From an optimization exercise on the open Yosys and OpenROAD flow, aimed at small area; shortcuts taken in it are not production practice.
Where RTL was checked, it was by simulation tests only, not by an equivalence proof against the original.
Power is estimated from default activity; no workload was simulated.

Setup of ember:
==> flow/design.v <==
`timescale 1ns/1ns
package frame_pkg;
    typedef logic [24-1:0]      psn_t;
    typedef logic [256-1:0]     fdata_t;
    typedef logic [4-1:0]          delay_t;
    typedef logic [2-1:0] lane_idx_t;
    typedef enum logic [1:0] {
        FT_HEAD = 2'd0,
        FT_BODY = 2'd1,
        FT_TAIL = 2'd2,
        FT_ERR  = 2'd3
    } frame_type_e;
    typedef struct packed {
        psn_t        psn;
        frame_type_e ftype;
    } frame_meta_t;
    typedef struct packed {
        frame_meta_t meta;
        fdata_t      data;
        logic        good;
    } frame_t;
    typedef enum logic [1:0] {LANE_IDLE, LANE_WAIT, LANE_DONE} lane_state_e;
    typedef enum logic [1:0] {RPT_IDLE, RPT_WAIT, RPT_OUTPUT} rpt_state_e;
endpackage
`timescale 1ns/1ns
`timescale 1ns/1ns
`timescale 1ns/1ns
`timescale 1ns/1ns
`timescale 1ns/1ns
module frame_processor_top (
    input  logic                    clk,
    input  logic                    rst_n,
    input  logic                    i_valid_1,
    output logic                    o_ready_1,
    input  logic [1:0]              i_frame_type,
    input  logic [24-1:0]  i_frame_psn,
    input  logic [256-1:0] i_frame_data,
    output logic                    o_valid_2,
    input  logic                    i_ready_2,
    output logic [24-1:0]  o_frame_psn_2,
    output logic [1:0]              o_frame_type_2,
    output logic [256-1:0] o_frame_data_2,
    output logic                    o_valid_3,
    input  logic                    i_ready_3,
    output logic [24-1:0]  o_frame_psn_3,
    output logic [1:0]              o_frame_type_3,
    output logic [256-1:0] o_frame_data_3,
    output logic                    o_valid_4,
    input  logic                    i_ready_4,
    output logic [24-1:0]  o_frame_psn_4,
    output logic [1:0]              o_frame_type_4
);
    localparam int PW = 24;
    localparam int DW = 256;
    localparam int NL = 4;
    logic [PW-1:0] exp_psn;
    logic [PW-1:0] out_psn;
    logic [2:0]    n_good;
    logic          inside_frame;
    logic [1:0]    disp_ptr;
    logic          accept;
    logic          frame_good;
    logic [NL-1:0] lane_free;
    logic [NL-1:0] lane_done;
    logic [NL-1:0] lane_good;
    logic [NL-1:0] lane_load;
    logic [NL-1:0] lane_release;
    assign o_ready_1  = lane_free[disp_ptr];
    assign accept     = i_valid_1 && o_ready_1;
    assign frame_good = (i_frame_type != 2'd3) && (i_frame_psn == exp_psn)
                     && ((i_frame_type == 2'd0) || inside_frame);
    always_ff @(posedge clk or negedge rst_n) begin
        if (!rst_n) begin
            inside_frame <= 1'b0;
            disp_ptr     <= '0;
        end else if (accept) begin
            if (i_frame_type == 2'd0)      inside_frame <= 1'b1;
            else if (i_frame_type == 2'd2) inside_frame <= 1'b0;
            disp_ptr <= disp_ptr + 1'b1;
        end
    end
    assign exp_psn = out_psn + PW'(n_good);
    logic [DW-1:0] lane_din;
    assign lane_din = {i_frame_data[DW-1:PW], frame_good ? i_frame_data[PW-1:0] : i_frame_psn};
    logic [NL*DW-1:0] lane_data;
    logic [NL*2-1:0]  lane_type;
    for (genvar g = 0; g < NL; g++) begin : g_lane
        logic [3:0]    cnt;
        logic [DW-1:0] data;
        logic [1:0]    ftype;
        logic          good;
        assign lane_load[g] = accept && (disp_ptr == 2'(g));
        always_ff @(posedge clk or negedge rst_n) begin
            if (!rst_n) begin
                cnt <= '0;
            end else if (lane_load[g]) begin
                cnt <= {1'b0, i_frame_psn[2:0]} + 4'd3;
            end else if (cnt > 4'd1) begin
                cnt <= cnt - 4'd1;
            end else if (lane_release[g]) begin
                cnt <= '0;
            end
        end
        always_ff @(posedge clk) begin
            if (lane_load[g]) begin
                data  <= lane_din;
                ftype <= i_frame_type;
                good  <= frame_good;
            end
        end
        assign lane_free[g] = (cnt == 4'd0);
        assign lane_done[g] = (cnt == 4'd1);
        assign lane_good[g] = good;
        assign lane_data[g*DW +: DW] = data;
        assign lane_type[g*2 +: 2]   = ftype;
    end
    logic [NL-1:0] drain_oh;
    logic [DW-1:0] cur_data;
    logic [1:0]    cur_type;
    logic          cur_good;
    logic          cur_done;
    logic          present;
    logic          fire;
    logic          rpt_full;
    always_comb begin
        cur_data = '0;
        cur_type = '0;
        cur_good = 1'b0;
        cur_done = 1'b0;
        for (int k = 0; k < NL; k++) begin
            cur_data = cur_data | (lane_data[k*DW +: DW] & {DW{drain_oh[k]}});
            cur_type = cur_type | (lane_type[k*2 +: 2] & {2{drain_oh[k]}});
            cur_good = cur_good | (lane_good[k] & drain_oh[k]);
            cur_done = cur_done | (lane_done[k] & drain_oh[k]);
        end
    end
    assign present   = cur_done && !rpt_full;
    assign o_valid_2 = present && cur_good;
    assign o_valid_3 = present && !cur_good;
    assign fire      = (o_valid_2 && i_ready_2) || (o_valid_3 && i_ready_3);
    assign lane_release = fire ? drain_oh : '0;
    assign o_frame_psn_2  = out_psn;
    assign o_frame_type_2 = cur_type;
    assign o_frame_data_2 = cur_data;
    assign o_frame_psn_3  = cur_data[PW-1:0];
    assign o_frame_type_3 = cur_type;
    assign o_frame_data_3 = '0;
    always_ff @(posedge clk or negedge rst_n) begin
        if (!rst_n) begin
            drain_oh <= 4'b0001;
            out_psn  <= '0;
            n_good   <= '0;
        end else begin
            if (fire) begin
                drain_oh <= {drain_oh[NL-2:0], drain_oh[NL-1]};
                if (cur_good) out_psn <= out_psn + 1'b1;
            end
            case ({accept && frame_good, fire && cur_good})
                2'b10:   n_good <= n_good + 1'b1;
                2'b01:   n_good <= n_good - 1'b1;
                default: n_good <= n_good;
            endcase
        end
    end
    logic [PW+1:0] rpt_in;
    logic [PW+1:0] q0, q1, q2, q3;
    logic [PW+1:0] head;
    logic [PW+1:0] rpt;
    logic [1:0]    wr_ptr;
    logic [1:0]    rd_ptr;
    logic [2:0]    count;
    logic [2:0]    rstate;    
    logic          do_pop;
    assign rpt_in   = {cur_good ? out_psn : cur_data[PW-1:0], cur_type};
    assign rpt_full = count[2];
    assign do_pop   = (rstate == 3'd0) && (count != 3'd0);
    always_comb begin
        case (rd_ptr)
            2'd0:    head = q0;
            2'd1:    head = q1;
            2'd2:    head = q2;
            default: head = q3;
        endcase
    end
    always_ff @(posedge clk) begin
        if (fire && wr_ptr == 2'd0) q0 <= rpt_in;
        if (fire && wr_ptr == 2'd1) q1 <= rpt_in;
        if (fire && wr_ptr == 2'd2) q2 <= rpt_in;
        if (fire && wr_ptr == 2'd3) q3 <= rpt_in;
        if (do_pop) rpt <= head;
    end
    always_ff @(posedge clk or negedge rst_n) begin
        if (!rst_n) begin
            wr_ptr <= '0;
            rd_ptr <= '0;
            count  <= '0;
            rstate <= '0;
        end else begin
            if (fire)   wr_ptr <= wr_ptr + 1'b1;
            if (do_pop) rd_ptr <= rd_ptr + 1'b1;
            case ({fire, do_pop})
                2'b10:   count <= count + 1'b1;
                2'b01:   count <= count - 1'b1;
                default: count <= count;
            endcase
            if (do_pop) begin
                rstate <= {1'b1, head[1:0]};
            end else if (rstate > 3'd1) begin
                rstate <= rstate - 3'd1;
            end else if (rstate == 3'd1 && i_ready_4) begin
                rstate <= '0;
            end
        end
    end
    assign o_valid_4      = (rstate == 3'd1);
    assign o_frame_psn_4  = rpt[PW+1:2];
    assign o_frame_type_4 = rpt[1:0];
endmodule
clock: 5.0 ns
lec_check: 0
cap_margin: 20
core_margin: 2
core_utilization: 40
slew_margin: 20
standard.sh (not shown) runs the stock make flow with config.mk's settings and CLKGATE_MAP_FILE= SYNTH_SCRIPT=/design/flow/synth_recipe.tcl, a recipe that flattens the netlist after the stock synthesis.
==> flow/flow/run.sh <==
#!/bin/bash
# Standard layout with two changes: the port buffers use the smallest buffer
# cell, and clock tree synthesis uses clkbuf_8 clusters without dummy loads.
set -euo pipefail
bash standard.sh finish \
  "BUFFER_PORTS_ARGS=-buffer_cell sky130_fd_sc_hd__buf_1" \
  "CTS_ARGS=-sink_clustering_enable -repair_clock_nets -buf_list sky130_fd_sc_hd__clkbuf_8 -sink_clustering_size 16 -sink_clustering_max_diameter 50 -dont_use_dummy_load" \
  > make_finish.log 2>&1
ember was carried through to the last stage, and its layout satisfied the timing, design-rule and antenna checks.
Relative to ember, the following input files were edited for lagoon:
--- a/flow/design.v
+++ b/flow/design.v
@@ -128,4 +128,5 @@
         cur_good = 1'b0;
         cur_done = 1'b0;
+        n_good   = '0;
         for (int k = 0; k < NL; k++) begin
             cur_data = cur_data | (lane_data[k*DW +: DW] & {DW{drain_oh[k]}});
@@ -133,4 +134,5 @@
             cur_good = cur_good | (lane_good[k] & drain_oh[k]);
             cur_done = cur_done | (lane_done[k] & drain_oh[k]);
+            n_good   = n_good + 3'(lane_good[k] & !lane_free[k]);
         end
     end
@@ -150,15 +152,7 @@
             drain_oh <= 4'b0001;
             out_psn  <= '0;
-            n_good   <= '0;
-        end else begin
-            if (fire) begin
-                drain_oh <= {drain_oh[NL-2:0], drain_oh[NL-1]};
-                if (cur_good) out_psn <= out_psn + 1'b1;
-            end
-            case ({accept && frame_good, fire && cur_good})
-                2'b10:   n_good <= n_good + 1'b1;
-                2'b01:   n_good <= n_good - 1'b1;
-                default: n_good <= n_good;
-            endcase
+        end else if (fire) begin
+            drain_oh <= {drain_oh[NL-2:0], drain_oh[NL-1]};
+            if (cur_good) out_psn <= out_psn + 1'b1;
         end
     end
Findings:
Final area: lagoon vs ember, no meaningful difference
Looking at the reports, lagoon completed the entire flow and the layout it produced met the timing, design-rule and antenna checks.
Changes observed in lagoon relative to ember: number of antenna violations at the first check in global routing went up by 19%; critical path depth went up by 10; fraction of the core area covered by cells at the end of the flow went up by 0.30 points.
Final number of hold-violating endpoints: ember vs lagoon identical
The RTL of ember was laid out without a check of its function.

========
JK:
Another version of the RTL of frame_processor_top (not shown whole).
Size in the first run: roughly 3,000 cells after synthesis, roughly 1,200 flip-flops.
Settings: LEC_CHECK=0, CAP_MARGIN=20, CORE_MARGIN=2, CORE_UTILIZATION=40, SLEW_MARGIN=20; clock period 5.0 ns.
==> flow/flow/run.sh <==
#!/bin/bash
# Standard layout with three changes: the port buffers use the smallest
# buffer cell; clock tree synthesis uses clkbuf_4 clusters without dummy
# loads; and the constant-0 output ports share a few tie cells (flow/ties.tcl,
# run at the end of floorplan) instead of one tie cell per port.
set -euo pipefail
here=$(pwd)
bash standard.sh finish \
  "BUFFER_PORTS_ARGS=-buffer_cell sky130_fd_sc_hd__buf_1" \
  "CTS_ARGS=-sink_clustering_enable -repair_clock_nets -buf_list sky130_fd_sc_hd__clkbuf_4 -sink_clustering_size 10 -sink_clustering_max_diameter 40 -dont_use_dummy_load" \
  "SKIP_REPAIR_TIE_FANOUT=1" \
  "POST_FLOORPLAN_TCL=$here/flow/ties.tcl" \
  > make_finish.log 2>&1
Other scripts of this flow, unchanged in this note and not shown: flow/flow/ties.tcl
Relative to JK, the following input files were edited for MS:
diff --git a/flow/design.v b/flow/design.v
--- a/flow/design.v
+++ b/flow/design.v
@@ -73,106 +73,78 @@
         if (!rst_n) begin
             inside_frame <= 1'b0;
             disp_ptr     <= '0;
         end else if (accept) begin
             if (i_frame_type == 2'd0)      inside_frame <= 1'b1;
             else if (i_frame_type == 2'd2) inside_frame <= 1'b0;
             disp_ptr <= disp_ptr + 1'b1;
         end
     end
     assign exp_psn = out_psn + PW'(n_good);
     logic [DW-1:0] lane_din;
     assign lane_din = {i_frame_data[DW-1:PW], frame_good ? i_frame_data[PW-1:0] : i_frame_psn};
+    logic [NL*DW-1:0] lane_data;
+    logic [NL*2-1:0]  lane_type;
     for (genvar g = 0; g < NL; g++) begin : g_lane
-        logic [3:0] cnt;
-        logic       good;
+        logic [3:0]    cnt;
+        logic [DW-1:0] data;
+        logic [1:0]    ftype;
+        logic          good;
         assign lane_load[g] = accept && (disp_ptr == 2'(g));
         always_ff @(posedge clk or negedge rst_n) begin
             if (!rst_n) begin
                 cnt <= '0;
             end else if (lane_load[g]) begin
                 cnt <= {1'b0, i_frame_psn[2:0]} + 4'd3;
             end else if (cnt > 4'd1) begin
                 cnt <= cnt - 4'd1;
             end else if (lane_release[g]) begin
                 cnt <= '0;
             end
         end
         always_ff @(posedge clk) begin
             if (lane_load[g]) begin
-                good <= frame_good;
+                data  <= lane_din;
+                ftype <= i_frame_type;
+                good  <= frame_good;
             end
         end
         assign lane_free[g] = (cnt == 4'd0);
         assign lane_done[g] = (cnt == 4'd1);
         assign lane_good[g] = good;
+        assign lane_data[g*DW +: DW] = data;
+        assign lane_type[g*2 +: 2]   = ftype;
     end
     logic [NL-1:0] drain_oh;
     logic [DW-1:0] cur_data;
     logic [1:0]    cur_type;
     logic          cur_good;
     logic          cur_done;
     logic          present;
     logic          fire;
     logic          rpt_full;
     always_comb begin
+        cur_data = '0;
+        cur_type = '0;
         cur_good = 1'b0;
         cur_done = 1'b0;
         n_good   = '0;
         for (int k = 0; k < NL; k++) begin
+            cur_data = cur_data | (lane_data[k*DW +: DW] & {DW{drain_oh[k]}});
+            cur_type = cur_type | (lane_type[k*2 +: 2] & {2{drain_oh[k]}});
             cur_good = cur_good | (lane_good[k] & drain_oh[k]);
             cur_done = cur_done | (lane_done[k] & drain_oh[k]);
             n_good   = n_good + 3'(lane_good[k] & !lane_free[k]);
         end
     end
-    localparam int SW = DW + 2;    
-    logic [SW-1:0] st_in;
-    logic [SW-1:0] head_q, head_d;
-    logic [SW-1:0] x0, x1, x2;
-    logic          head_full;
-    logic [2:0]    xrd_oh, xwr_oh;
-    logic [1:0]    xcnt;
-    logic          load_head;
-    assign st_in     = {i_frame_type, lane_din};
-    assign load_head = (xcnt != 2'd0) && (!head_full || fire);
-    assign head_d = ({SW{!load_head}} & head_q)
-                  | ({SW{load_head && xrd_oh[0]}} & x0)
-                  | ({SW{load_head && xrd_oh[1]}} & x1)
-                  | ({SW{load_head && xrd_oh[2]}} & x2);
-    always_ff @(posedge clk) begin
-        head_q <= head_d;
-        if (accept && xwr_oh[0]) x0 <= st_in;
-        if (accept && xwr_oh[1]) x1 <= st_in;
-        if (accept && xwr_oh[2]) x2 <= st_in;
-    end
-    always_ff @(posedge clk or negedge rst_n) begin
-        if (!rst_n) begin
-            head_full <= 1'b0;
-            xrd_oh    <= 3'b001;
-            xwr_oh    <= 3'b001;
-            xcnt      <= '0;
-        end else begin
-            if (load_head)  head_full <= 1'b1;
-            else if (fire)  head_full <= 1'b0;
-            if (load_head)  xrd_oh <= {xrd_oh[1:0], xrd_oh[2]};
-            if (accept)     xwr_oh <= {xwr_oh[1:0], xwr_oh[2]};
-            case ({accept, load_head})
-                2'b10:   xcnt <= xcnt + 2'd1;
-                2'b01:   xcnt <= xcnt - 2'd1;
-                default: xcnt <= xcnt;
-            endcase
-        end
-    end
-    assign cur_data = head_q[DW-1:0];
-    assign cur_type = head_q[SW-1:DW];
     assign present   = cur_done && !rpt_full;
     assign o_valid_2 = present && cur_good;
     assign o_valid_3 = present && !cur_good;
     assign fire      = (o_valid_2 && i_ready_2) || (o_valid_3 && i_ready_3);
     assign lane_release = fire ? drain_oh : '0;
     assign o_frame_psn_2  = out_psn;
     assign o_frame_type_2 = cur_type;
     assign o_frame_data_2 = cur_data;
     assign o_frame_psn_3  = cur_data[PW-1:0];
     assign o_frame_type_3 = cur_type;
     assign o_frame_data_3 = '0;
     always_ff @(posedge clk or negedge rst_n) begin
==> summary.txt <==
Side by side, combined global-route utilization of all metal layers turned out lower in MS than in JK. Lower transition time of the tightest slew-check pin was reported by JK, not MS. | number of synthesized flops with an enable pin | MS vs JK | 28% higher |. Critical path depth: JK vs MS identical. Between MS and JK, the sequential share of layout area is higher for MS. JK -> MS: power increased by a few percent. Number of multi-input logic gates for MS: about 2.6% down relative to JK. JK → MS: wire length of the first global-routing pass moved up, die outline area moved up, maximum number of pins on one net before global-route repair moved down, placer congestion estimate moved down, design area moved up. Summary: post-synthesis cell area, MS worse than JK.

-- what the ideal ports hide --
How much do the figures lean on ideal ports? The routed layouts below were timed once more, with nothing changed but the port constraints.
Step 1 assumes that a clkbuf_16 drives the clock port and a buf_2 every other input.
Step 2 moves the port delays by t, midway between the first and last clock arrival at a register: inputs arrive t later, outputs are due t later. That takes back most of the time a late clock gives input paths.
a / b / c = no drivers / after step 1 / after step 2; a / b = the first two.
run	t, ns	setup slack, ns	hold slack, ns	worst setup path at the end
ember	0.801	0.850 / 0.782 / 0.982	0.214 / 0.168 / 0.488	input to register
lagoon	0.792	0.290 / 0.290 / 0.290	0.380 / 0.345 / 0.512	register to register
JK	1.054	0.437 / 0.437 / 0.437	0.168 / 0.155 / 0.441	register to register
MS	1.068	0.193 / 0.193 / 0.193	0.170 / 0.140 / 0.518	register to register
After both steps setup and hold are still met in every run listed.
